Source: an optimization exercise on an open RTL-to-GDS flow (aim: small area, a short achievable clock period and few clock cycles). Production flows keep margins and buffers that such runs may drop. Function was checked by simulation only, so behaviour that the tests miss may differ from the original. Power and IR drop assume default switching activity.

==> flow/design.v <==
package wu_pkg;
   localparam int LANES  = 4;
   localparam int LANE_W = 16;
   localparam int WORD_W = LANES * LANE_W;
   localparam int ADDR_W = 24;
   localparam int LG_SLICE_WORDS = 3;
   localparam int SLICE_WORDS    = 1 << LG_SLICE_WORDS;
   localparam int LR_SHIFT = 3;
   localparam int UPDATE_LATENCY = 2;
   localparam int RSP_DEPTH      = 16;
   localparam int RESULT_DEPTH   = 8;
   localparam int RESULT_ALMFULL = RESULT_DEPTH - UPDATE_LATENCY - 1;
   typedef logic        [WORD_W-1:0] word_t;
   typedef logic signed [LANE_W-1:0] lane_t;
   typedef logic        [ADDR_W-1:0] addr_t;
   typedef logic        [7:0]        node_t;
   typedef logic        [31:0]       len_t;
   typedef logic [$clog2(RSP_DEPTH+1)-1:0] rsp_lvl_t;
   typedef enum logic [1:0] {
      WB_IDLE,
      WB_INIT,
      WB_UPDATE
   } wb_state_t;
endpackage
`timescale 1ns/100ps
module sync_fifo #(
   parameter int DW      = 8,
   parameter int DEPTH   = 16,
   parameter int ALMFULL = DEPTH
) (
   input  logic                       clk,
   input  logic                       reset,
   input  logic [DW-1:0]              wr_data,
   input  logic                       wr_en,
   input  logic                       rd_en,
   output logic [DW-1:0]              rd_data,
   output logic                       empty,
   output logic                       full,
   output logic [$clog2(DEPTH+1)-1:0] level,
   output logic                       almfull
);
   localparam int PTR_W = $clog2(DEPTH);
   logic [DW-1:0]              mem [DEPTH];
   logic [PTR_W-1:0]           wr_ptr;
   logic [PTR_W-1:0]           rd_ptr;
   logic [$clog2(DEPTH+1)-1:0] level_n;
   assign rd_data = mem[rd_ptr];
   assign empty   = (level == 0);
   assign full    = (level == DEPTH);
   always_comb begin
      level_n = level;
      if (wr_en && !rd_en) begin
         level_n = level + 1'b1;
      end else if (rd_en && !wr_en) begin
         level_n = level - 1'b1;
      end
   end
   always_ff @(posedge clk) begin
      if (wr_en) begin
         mem[wr_ptr] <= wr_data;
      end
   end
   always_ff @(posedge clk) begin
      if (reset) begin
         wr_ptr  <= '0;
         rd_ptr  <= '0;
         level   <= '0;
         almfull <= 1'b0;
      end else begin
         if (wr_en) wr_ptr <= wr_ptr + 1'b1;
         if (rd_en) rd_ptr <= rd_ptr + 1'b1;
         level   <= level_n;
         almfull <= (level_n >= ALMFULL);
      end
   end
endmodule
`timescale 1ns/100ps
module slice_walker
(
   input  logic  clk,
   input  logic  reset,
   input  logic  start,
   input  logic  step,
   input  wu_pkg::node_t node_id,
   input  wu_pkg::node_t num_node,
   input  wu_pkg::len_t  total_length,
   output logic  addr_valid,
   output wu_pkg::addr_t addr
);
   logic                      active;
   wu_pkg::addr_t                     block_base;
   wu_pkg::addr_t                     block_words;
   wu_pkg::node_t                     slice_idx;
   wu_pkg::node_t                     slice_next;
   wu_pkg::node_t                     first_slice;
   logic [wu_pkg::LG_SLICE_WORDS-1:0] word_cnt;
   logic                      slice_end;
   logic                      block_end;
   logic                      walk_end;
   assign block_words = (wu_pkg::ADDR_W)'(num_node) << wu_pkg::LG_SLICE_WORDS;
   assign slice_next  = (slice_idx == num_node - 1'b1) ? '0 : slice_idx + 1'b1;
   assign first_slice = (node_id == num_node - 1'b1) ? '0 : node_id + 1'b1;
   assign slice_end = (word_cnt == (wu_pkg::LG_SLICE_WORDS)'(wu_pkg::SLICE_WORDS - 1));
   assign block_end = slice_end && (slice_idx == node_id);
   assign walk_end  = block_end &&
                      (32'(block_base) + 32'(block_words) >= total_length);
   assign addr_valid = active;
   assign addr = block_base + ((wu_pkg::ADDR_W)'(slice_idx) << wu_pkg::LG_SLICE_WORDS) + (wu_pkg::ADDR_W)'(word_cnt);
   always_ff @(posedge clk) begin
      if (reset) begin
         active     <= 1'b0;
         block_base <= '0;
         slice_idx  <= '0;
         word_cnt   <= '0;
      end else if (start) begin
         active     <= 1'b1;
         block_base <= '0;
         slice_idx  <= first_slice;
         word_cnt   <= '0;
      end else if (step && active) begin
         word_cnt <= word_cnt + 1'b1;
         if (slice_end) begin
            slice_idx <= slice_next;
         end
         if (block_end) begin
            block_base <= block_base + block_words;
         end
         if (walk_end) begin
            active <= 1'b0;
         end
      end
   end
endmodule
`timescale 1ns/100ps
module mem_port
(
   input  logic     clk,
   input  logic     reset,
   input  logic     rd_valid,
   input  wu_pkg::addr_t    rd_addr,
   output logic     rd_ready,
   input  wu_pkg::rsp_lvl_t rsp_level,
   output wu_pkg::word_t    rsp_data,
   output logic     rsp_en,
   input  logic     wr_valid,
   output logic     wr_ready,
   input  wu_pkg::addr_t    wr_addr,
   input  wu_pkg::word_t    wr_data,
   output wu_pkg::addr_t    avs_address,
   output wu_pkg::word_t    avs_writedata,
   output logic     avs_read,
   output logic     avs_write,
   input  wu_pkg::word_t    avs_readdata,
   input  logic     avs_waitrequest,
   input  logic     avs_readdatavalid
);
   logic                     busy;
   logic                     wr_acc;
   logic                     rd_acc;
   logic                     done;
   wu_pkg::rsp_lvl_t                 rd_out;
   logic [$clog2(wu_pkg::RSP_DEPTH+1):0] credit_used;
   assign busy = avs_read | avs_write;
   assign done = busy && !avs_waitrequest;
   assign credit_used = {1'b0, rd_out} + {1'b0, rsp_level};
   assign wr_ready = !busy;
   assign rd_ready = !busy && !wr_valid && (credit_used < wu_pkg::RSP_DEPTH);
   assign wr_acc = wr_valid && wr_ready;
   assign rd_acc = rd_valid && rd_ready;
   assign rsp_en   = avs_readdatavalid;
   assign rsp_data = avs_readdata;
   always_ff @(posedge clk) begin
      if (reset) begin
         avs_read  <= 1'b0;
         avs_write <= 1'b0;
      end else if (wr_acc) begin
         avs_write <= 1'b1;
      end else if (rd_acc) begin
         avs_read <= 1'b1;
      end else if (done) begin
         avs_read  <= 1'b0;
         avs_write <= 1'b0;
      end
   end
   always_ff @(posedge clk) begin
      if (wr_acc) begin
         avs_address   <= wr_addr;
         avs_writedata <= wr_data;
      end else if (rd_acc) begin
         avs_address <= rd_addr;
      end
   end
   always_ff @(posedge clk) begin
      if (reset) begin
         rd_out <= '0;
      end else if (rd_acc && !avs_readdatavalid) begin
         rd_out <= rd_out + 1'b1;
      end else if (!rd_acc && avs_readdatavalid) begin
         rd_out <= rd_out - 1'b1;
      end
   end
endmodule
`timescale 1ns/100ps
module update_lanes
(
   input  logic  clk,
   input  logic  reset,
   input  wu_pkg::word_t weight_data,
   input  logic  weight_avail,
   output logic  weight_take,
   input  wu_pkg::word_t gradient_in,
   input  logic  gradient_valid,
   output logic  gradient_ready,
   input  logic  result_almfull,
   output wu_pkg::word_t new_data,
   output logic  new_en
);
   wu_pkg::word_t                     upd_word;
   wu_pkg::word_t                     data_pipe [wu_pkg::UPDATE_LATENCY];
   logic [wu_pkg::UPDATE_LATENCY-1:0] vld_pipe;
   logic                      take;
   function automatic logic signed [wu_pkg::LANE_W-1:0] lane_update(input logic signed [wu_pkg::LANE_W-1:0] w,
                                                                   input logic signed [wu_pkg::LANE_W-1:0] g);
      lane_update = w - (g >>> wu_pkg::LR_SHIFT);
   endfunction
   assign gradient_ready = weight_avail && !result_almfull;
   assign take           = gradient_ready && gradient_valid;
   assign weight_take    = take;
   always_comb begin
      for (int i = 0; i < wu_pkg::LANES; i++) begin
         upd_word[i*wu_pkg::LANE_W +: wu_pkg::LANE_W] = lane_update(weight_data[i*wu_pkg::LANE_W +: wu_pkg::LANE_W],
                                                    gradient_in[i*wu_pkg::LANE_W +: wu_pkg::LANE_W]);
      end
   end
   always_ff @(posedge clk) begin
      data_pipe[0] <= upd_word;
      for (int s = 1; s < wu_pkg::UPDATE_LATENCY; s++) begin
         data_pipe[s] <= data_pipe[s-1];
      end
   end
   always_ff @(posedge clk) begin
      if (reset) begin
         vld_pipe <= '0;
      end else begin
         vld_pipe <= {vld_pipe[wu_pkg::UPDATE_LATENCY-2:0], take};
      end
   end
   assign new_data = data_pipe[wu_pkg::UPDATE_LATENCY-1];
   assign new_en   = vld_pipe[wu_pkg::UPDATE_LATENCY-1];
endmodule
`timescale 1ns/100ps
module write_back
(
   input  logic      clk,
   input  logic      reset,
   input  logic      cmd_valid,
   input  logic      cmd_init,
   output logic      cmd_ready,
   input  wu_pkg::word_t     weight_in,
   input  logic      weight_valid,
   output logic      weight_ready,
   input  wu_pkg::word_t     result_data,
   input  logic      result_avail,
   output logic      result_take,
   input  logic      result_ready,
   output logic      result_valid,
   output wu_pkg::word_t     result_out,
   input  wu_pkg::node_t     node_id,
   input  wu_pkg::node_t     num_node,
   input  wu_pkg::len_t      total_length,
   output logic      pass_start,
   output logic      wr_valid,
   input  logic      wr_ready,
   output wu_pkg::addr_t     wr_addr,
   output wu_pkg::word_t     wr_data
);
   wu_pkg::wb_state_t state;
   wu_pkg::wb_state_t state_n;
   wu_pkg::addr_t     init_addr;
   logic      cmd_rdy_q;
   logic      cmd_acc;
   logic      init_xfer;
   logic      init_last;
   logic      walk_valid;
   wu_pkg::addr_t     walk_addr;
   slice_walker i_wr_walker (
      .clk          (clk),
      .reset        (reset),
      .start        (pass_start),
      .step         (result_take),
      .node_id      (node_id),
      .num_node     (num_node),
      .total_length (total_length),
      .addr_valid   (walk_valid),
      .addr         (walk_addr)
   );
   assign cmd_ready = cmd_rdy_q;
   assign cmd_acc   = cmd_valid && cmd_ready;
   assign init_xfer    = (state == wu_pkg::WB_INIT) && weight_valid && wr_ready;
   assign init_last    = init_xfer && (32'(init_addr) == total_length - 1);
   assign weight_ready = (state == wu_pkg::WB_INIT) && wr_ready;
   assign pass_start = (cmd_acc && !cmd_init) || init_last;
   assign result_valid = (state == wu_pkg::WB_UPDATE) && walk_valid && result_avail && wr_ready;
   assign result_take  = result_valid && result_ready;
   assign result_out   = result_data;
   assign wr_valid = (state == wu_pkg::WB_INIT) ? weight_valid : result_take;
   assign wr_addr  = (state == wu_pkg::WB_INIT) ? init_addr : walk_addr;
   assign wr_data  = (state == wu_pkg::WB_INIT) ? weight_in : result_data;
   always_comb begin
      state_n = state;
      case (state)
         wu_pkg::WB_IDLE: begin
            if (cmd_acc) state_n = cmd_init ? wu_pkg::WB_INIT : wu_pkg::WB_UPDATE;
         end
         wu_pkg::WB_INIT: begin
            if (init_last) state_n = wu_pkg::WB_UPDATE;
         end
         wu_pkg::WB_UPDATE: begin
            if (!walk_valid) state_n = wu_pkg::WB_IDLE;
         end
         default: state_n = wu_pkg::WB_IDLE;
      endcase
   end
   always_ff @(posedge clk) begin
      if (reset) begin
         state     <= wu_pkg::WB_IDLE;
         cmd_rdy_q <= 1'b0;
         init_addr <= '0;
      end else begin
         state     <= state_n;
         cmd_rdy_q <= (state_n == wu_pkg::WB_IDLE);
         if (cmd_acc) begin
            init_addr <= '0;
         end else if (init_xfer) begin
            init_addr <= init_addr + 1'b1;
         end
      end
   end
endmodule
`timescale 1ns/100ps
module weight_update
(
   input  logic  clk,
   input  logic  reset,
   input  logic  cmd_valid,
   input  logic  cmd_init,
   output logic  cmd_ready,
   input  wu_pkg::word_t weight_in,
   input  logic  weight_valid,
   output logic  weight_ready,
   input  wu_pkg::word_t gradient_in,
   input  logic  gradient_valid,
   output logic  gradient_ready,
   output wu_pkg::word_t result_out,
   output logic  result_valid,
   input  logic  result_ready,
   input  wu_pkg::len_t  total_length,
   input  wu_pkg::node_t node_id,
   input  wu_pkg::node_t num_node,
   output wu_pkg::addr_t avs_address,
   output wu_pkg::word_t avs_writedata,
   output logic  avs_read,
   output logic  avs_write,
   input  wu_pkg::word_t avs_readdata,
   input  logic  avs_waitrequest,
   input  logic  avs_readdatavalid
);
   logic     pass_start;
   logic     rd_valid;
   logic     rd_req;
   logic     rd_ready;
   wu_pkg::addr_t    rd_addr;
   wu_pkg::word_t    rsp_data;
   logic     rsp_en;
   wu_pkg::word_t    weight_data;
   logic     weight_take;
   logic     rsp_empty;
   wu_pkg::rsp_lvl_t rsp_level;
   wu_pkg::word_t    new_data;
   logic     new_en;
   wu_pkg::word_t    result_data;
   logic     result_empty;
   logic     result_almfull;
   logic     result_take;
   logic     wr_valid;
   logic     wr_ready;
   wu_pkg::addr_t    wr_addr;
   wu_pkg::word_t    wr_data;
   assign rd_req = rd_valid && !result_valid;
   write_back i_write_back (
      .clk (clk), .reset (reset),
      .cmd_valid (cmd_valid), .cmd_init (cmd_init), .cmd_ready (cmd_ready),
      .weight_in (weight_in), .weight_valid (weight_valid), .weight_ready (weight_ready),
      .result_data (result_data), .result_avail (!result_empty),
      .result_take (result_take), .result_ready (result_ready),
      .result_valid (result_valid), .result_out (result_out),
      .node_id (node_id), .num_node (num_node), .total_length (total_length),
      .pass_start (pass_start),
      .wr_valid (wr_valid), .wr_ready (wr_ready), .wr_addr (wr_addr), .wr_data (wr_data)
   );
   slice_walker i_rd_walker (
      .clk (clk), .reset (reset),
      .start (pass_start), .step (rd_req && rd_ready),
      .node_id (node_id), .num_node (num_node), .total_length (total_length),
      .addr_valid (rd_valid), .addr (rd_addr)
   );
   mem_port i_mem_port (
      .clk (clk), .reset (reset),
      .rd_valid (rd_req), .rd_addr (rd_addr), .rd_ready (rd_ready),
      .rsp_level (rsp_level), .rsp_data (rsp_data), .rsp_en (rsp_en),
      .wr_valid (wr_valid), .wr_ready (wr_ready), .wr_addr (wr_addr), .wr_data (wr_data),
      .avs_address (avs_address), .avs_writedata (avs_writedata),
      .avs_read (avs_read), .avs_write (avs_write), .avs_readdata (avs_readdata),
      .avs_waitrequest (avs_waitrequest), .avs_readdatavalid (avs_readdatavalid)
   );
   sync_fifo #(.DW(wu_pkg::WORD_W), .DEPTH(wu_pkg::RSP_DEPTH), .ALMFULL(wu_pkg::RSP_DEPTH)) rsp_fifo (
      .clk (clk), .reset (reset),
      .wr_data (rsp_data), .wr_en (rsp_en), .rd_en (weight_take),
      .rd_data (weight_data), .empty (rsp_empty), .full (),
      .level (rsp_level), .almfull ()
   );
   update_lanes i_update_lanes (
      .clk (clk), .reset (reset),
      .weight_data (weight_data), .weight_avail (!rsp_empty), .weight_take (weight_take),
      .gradient_in (gradient_in), .gradient_valid (gradient_valid),
      .gradient_ready (gradient_ready), .result_almfull (result_almfull),
      .new_data (new_data), .new_en (new_en)
   );
   sync_fifo #(.DW(wu_pkg::WORD_W), .DEPTH(wu_pkg::RESULT_DEPTH), .ALMFULL(wu_pkg::RESULT_ALMFULL)) result_fifo (
      .clk (clk), .reset (reset),
      .wr_data (new_data), .wr_en (new_en), .rd_en (result_take),
      .rd_data (result_data), .empty (result_empty), .full (),
      .level (), .almfull (result_almfull)
   );
endmodule
==> flow/run.sh <==
#!/bin/bash
# synth_recipe.tcl (not shown) runs the flow's synth.tcl, then flattens the netlist and writes it again
# the make line also repeats each setting of config.mk as NAME=value (left out here)
make -C /OpenROAD-flow-scripts/flow DESIGN_CONFIG=/design/flow/config.mk WORK_HOME=/design/flow/orfs CLKGATE_MAP_FILE= SYNTH_SCRIPT=/design/flow/synth_recipe.tcl finish
==> flow/config.mk <==
export PLATFORM = sky130hd
export DESIGN_NAME = weight_update
export DESIGN_NICKNAME = weight_update
export VERILOG_FILES = /design/flow/design.v
export SDC_FILE = /design/flow/constraint.sdc
export NUM_CORES = 4
export LEC_CHECK = 0
export CAP_MARGIN = 20
export CORE_MARGIN = 2
export CORE_UTILIZATION = 40
export SLEW_MARGIN = 20
==> flow/constraint.sdc <==
create_clock -name core_clock -period 6.0 [get_ports {clk}]
set_input_delay 1.2000 -clock core_clock [delete_from_list [all_inputs] [get_ports {clk}]]
set_output_delay 1.2000 -clock core_clock [all_outputs]
set_load 0.01 [all_outputs]
==> summary.txt <==
[area by class of cell]
class | instances | area, µm² | share of cell area [%]
clock buffer | 261 | 5300 | 5.82
inverter | 148 | 558 | 0.612
antenna | 10 | 25.0 | 0.0275
multi-input combinational | 2217 | 22300 | 24.5
timing repair buffer | 480 | 4780 | 5.25
tap | 2526 | 3160 | 3.47
clock inverter | 107 | 987 | 1.08
sequential | 1885 | 54000 | 59.3
[registers in the layout, indices dropped and copies added, names as in the netlist, 4 cells and up, named ones only]
register / count
i_write_back.i_wr_walker.slice_idx: 8
result_fifo.mem: 512
result_fifo.level: 4
rsp_fifo.rd_ptr: 4
i_update_lanes.data_pipe: 128
i_mem_port.avs_writedata: 64
i_write_back.i_wr_walker.block_base: 21
i_write_back.init_addr: 24
rsp_fifo.wr_ptr: 4
i_mem_port.rd_out: 5
rsp_fifo.mem: 1024
rsp_fifo.level: 5
i_mem_port.avs_address: 24
i_rd_walker.slice_idx: 8
i_rd_walker.block_base: 21
[final timing paths]
kind,start,to,slack [ps],cells after the start
setup / recovery,flop,i_update_lanes.data_pipe[0][15]$_DFF_P_,840,11
hold / removal,i_update_lanes.data_pipe[0][46]$_DFF_P_,i_update_lanes.data_pipe[1][46]$_DFF_P_,320,0
setup reg to reg,flop,i_update_lanes.data_pipe[0][15]$_DFF_P_,840,11
hold reg to reg,i_update_lanes.data_pipe[0][46]$_DFF_P_,i_update_lanes.data_pipe[1][46]$_DFF_P_,320,0
[cell usage after synthesis (all sizes together), types with 67 or more instances]
cell type	instances
nand2	134
clkbuf	134
xnor2	160
ha	167
inv	147
nand3	77
edfxtp	1624
xor2	110
a21oi	105
nor3	67
mux4	448
nor2	411
dfxtp	261
[logic make-up after synthesis]
family | count (synthesis) | share of synthesized area, %
AO/OA/AOI/OAI | 358 | 3.04
XOR/XNOR | 270 | 3.05
adder cells (fa/ha/maj) | 177 | 2.95
buffers and inverters | 348 | 1.79
flip-flops | 1885 | 69.6
multiplexers | 533 | 14.2
AND/OR/NAND/NOR | 879 | 5.34
[critical path, stage by stage (launching register included)]
cell	delay, ps
dfxtp_4	770
buf_12	350
mux4_2	560
mux4_2	560
ha_1	340
a21boi_0	180
o41ai_1	680
o21ai_0	340
o41ai_1	660
o2111ai_1	220
a21oi_1	210
xnor2_1	130
[through the flow]
stage | area (µm²) | cells | utilization (%) | power, mW
floorplan | 77600 | 4450 | - | 20.2
global placement | 84800 | 7256 | 44.0 | 22.3
detailed placement | 84800 | 7256 | 44.0 | 22.4
CTS | 91100 | 7624 | 47.3 | 34.2
global route | 91100 | 7628 | 47.3 | 35.2
finish | 91100 | 7634 | 47.3 | 33.8
[power by group through the flow]
| stage | Sequential [mW] | Combinational (mW) | Clock, mW |
|---|---|---|---|
| 5_1_grt | 16.4 | 6.24 | 12.6 |
| 4_1_cts | 16.3 | 5.85 | 12.0 |
| 6_report | 16.2 | 5.75 | 11.8 |
| 3_5_place_dp | 16.5 | 5.84 | 0 |
| 2_1_floorplan | 16.1 | 4.04 | 0 |
| 3_3_place_gp | 16.5 | 5.78 | 0 |
[cell usage in the layout (no fill, tap or decap), drive strengths merged, types with 81 or more instances in the layout]
cell type,instances
xor2,110
clkbuf,261
nand2,134
clkdlybuf4s50,393
mux4,448
inv,157
a21oi,105
edfxtp,1624
nor2,411
xnor2,160
clkinv,81
buf,87
ha,167
dfxtp,261
[per-layer routing]
metal,vias to the layer above,share of wire [%],global-route usage (%)
met5,-,0.065,0
met2,1025,49,32.4
met4,22,3.0,5.86
met1,21300,43,26.5
met3,271,4.8,3.20
li1,18400,-,-
==> impl_metrics.toml <==
[yosys]
synth_area_per_cell_um2 = 17.4
synth.area.top_cells = "edfxtp_1, mux4_2, dfxtp_1"
ys_types = 85
synthCells = 4450
yosysTopAreaCell = "edfxtp_1"
async_flop_share_pct = 0
synthFlopType = "edfxtp_1"
synth_top_area_share_pct = 62.9
synth_area_mm2 = 0.0776
synth_edf_count = 1624
ys_seq_area_share_pct = 69.6
syn-num-nets = 4876
ys_ff_latch = 1885
ys_warn_count = 7

[routing]
routed_wl_um = 195000
antenna_left = 0
drc = 0
wire_per_inst_um = 25.5
vias_per_cell = 5.36
dr.first_iter.drc_count = 3265
num_vias = 40900
first_pass_iters = 7

[power_and_ir_drop]
internal-power_mw = 25.0
ir_drop_mv = 0.318
seq_power_share_pct = 48.1
sw_frac_of_total_pct = 26.0
p_leak_nw = 30.0
p_clk_share_pct = 34.9
power.density_mw_per_mm2 = 371
combPwrFrac_pct = 17.0
p_switching_mw = 8.78

[timing]
rsz0062_at_grt = "false"
fin_tns_setup_ps = 0
post-route-period-util_pct = 86.0
slew_viol_final = 0
worst_slew_pin_slew_ps = 1020
period_needed_ps = 5160
clock.fmax_mhz = 194
finClkSkew_ps = 48.5
hold_violations = 0
setup_viol = 0
hold_slack_ps = 325
timing.slew.headroom_pct = 31.6
worst_slack_ps = 840

[floorplan]
core_mm2 = 0.193
die_w_um = 444
ios = 407
die_h_um = 444
die_area_mm2 = 0.197
start_util_pct = 40.3
rows = 161

[clock_tree]
clock_sinks = 1885
cts.clk_slew.worst_paths_ps = 60
hold_buffers = 0
clk_latency_ps = 840
numCtsBuffers = 195
clockBufferDepth = 3
post_cts_resized = 0
tritoncts = "built"
htree_num_levels = 4
cts_setup_buffers = 0
root_buffer = "clkbuf_16"

[critical_path]
worstPathRequired_ps = 6760
critical_path_class = "reg2reg"
path_max_fanout = 32
critPathLaunchType = "flop"
arrival_ps = 5920
worst_setup_path_end_kind = "flop"

[layout]
drive_gt1_share_pct = 18.5
final_nets = 5353
area_delta_synth_final_pct = 17.5
final.fill_count = 16200

[place]
pre_cts_ws_ps = 421
io_buffers = 394
gp_congestion = 0.880
place_hpwl_um = 122000

[hold_path]
min_path_type = "reg2reg"

[run_status]
status = "complete, no violations"

[grt]
grt_start_max_net_pins = 82
antenna_found_initial = 31
grt_pass1_vias = 41500
grt_pass1_wl_um = 283000
track_usage_pct = 19.5
grt_overflow_total = 0

[run]
drv_cap = 0
Testbench counts, summed over its fixed seeds: cycles 39,646.

==> afterwards: timing with drivers on the ports <==
The results above use ideal ports. As a check the final layout listed here was re-extracted and re-timed, cells and wires unchanged.
Step 1: set_driving_cell puts a clkbuf_16 on clk and a buf_2 on each other input, an assumption about the parent block.
Step 2 also shifts input and output timing later by t, the mid clock arrival at the registers, as if the neighbouring blocks saw the same clock.
a / b / c = ideal / step 1 / step 2; a / b = the first two.
shift t [ns]: 0.903
setup WS [ns]: 0.840 / 0.840 / 0.235
worst setup path after step 2: input to register
slew at the worst register clock pin (ns): 0.07 / 0.07
worst data-port slew with drivers (ns): 0.21
After both steps setup and hold are still met in this run. For this run, drivers alone change the setup slack by 0.000 ns; drivers and shift together by -0.605 ns.
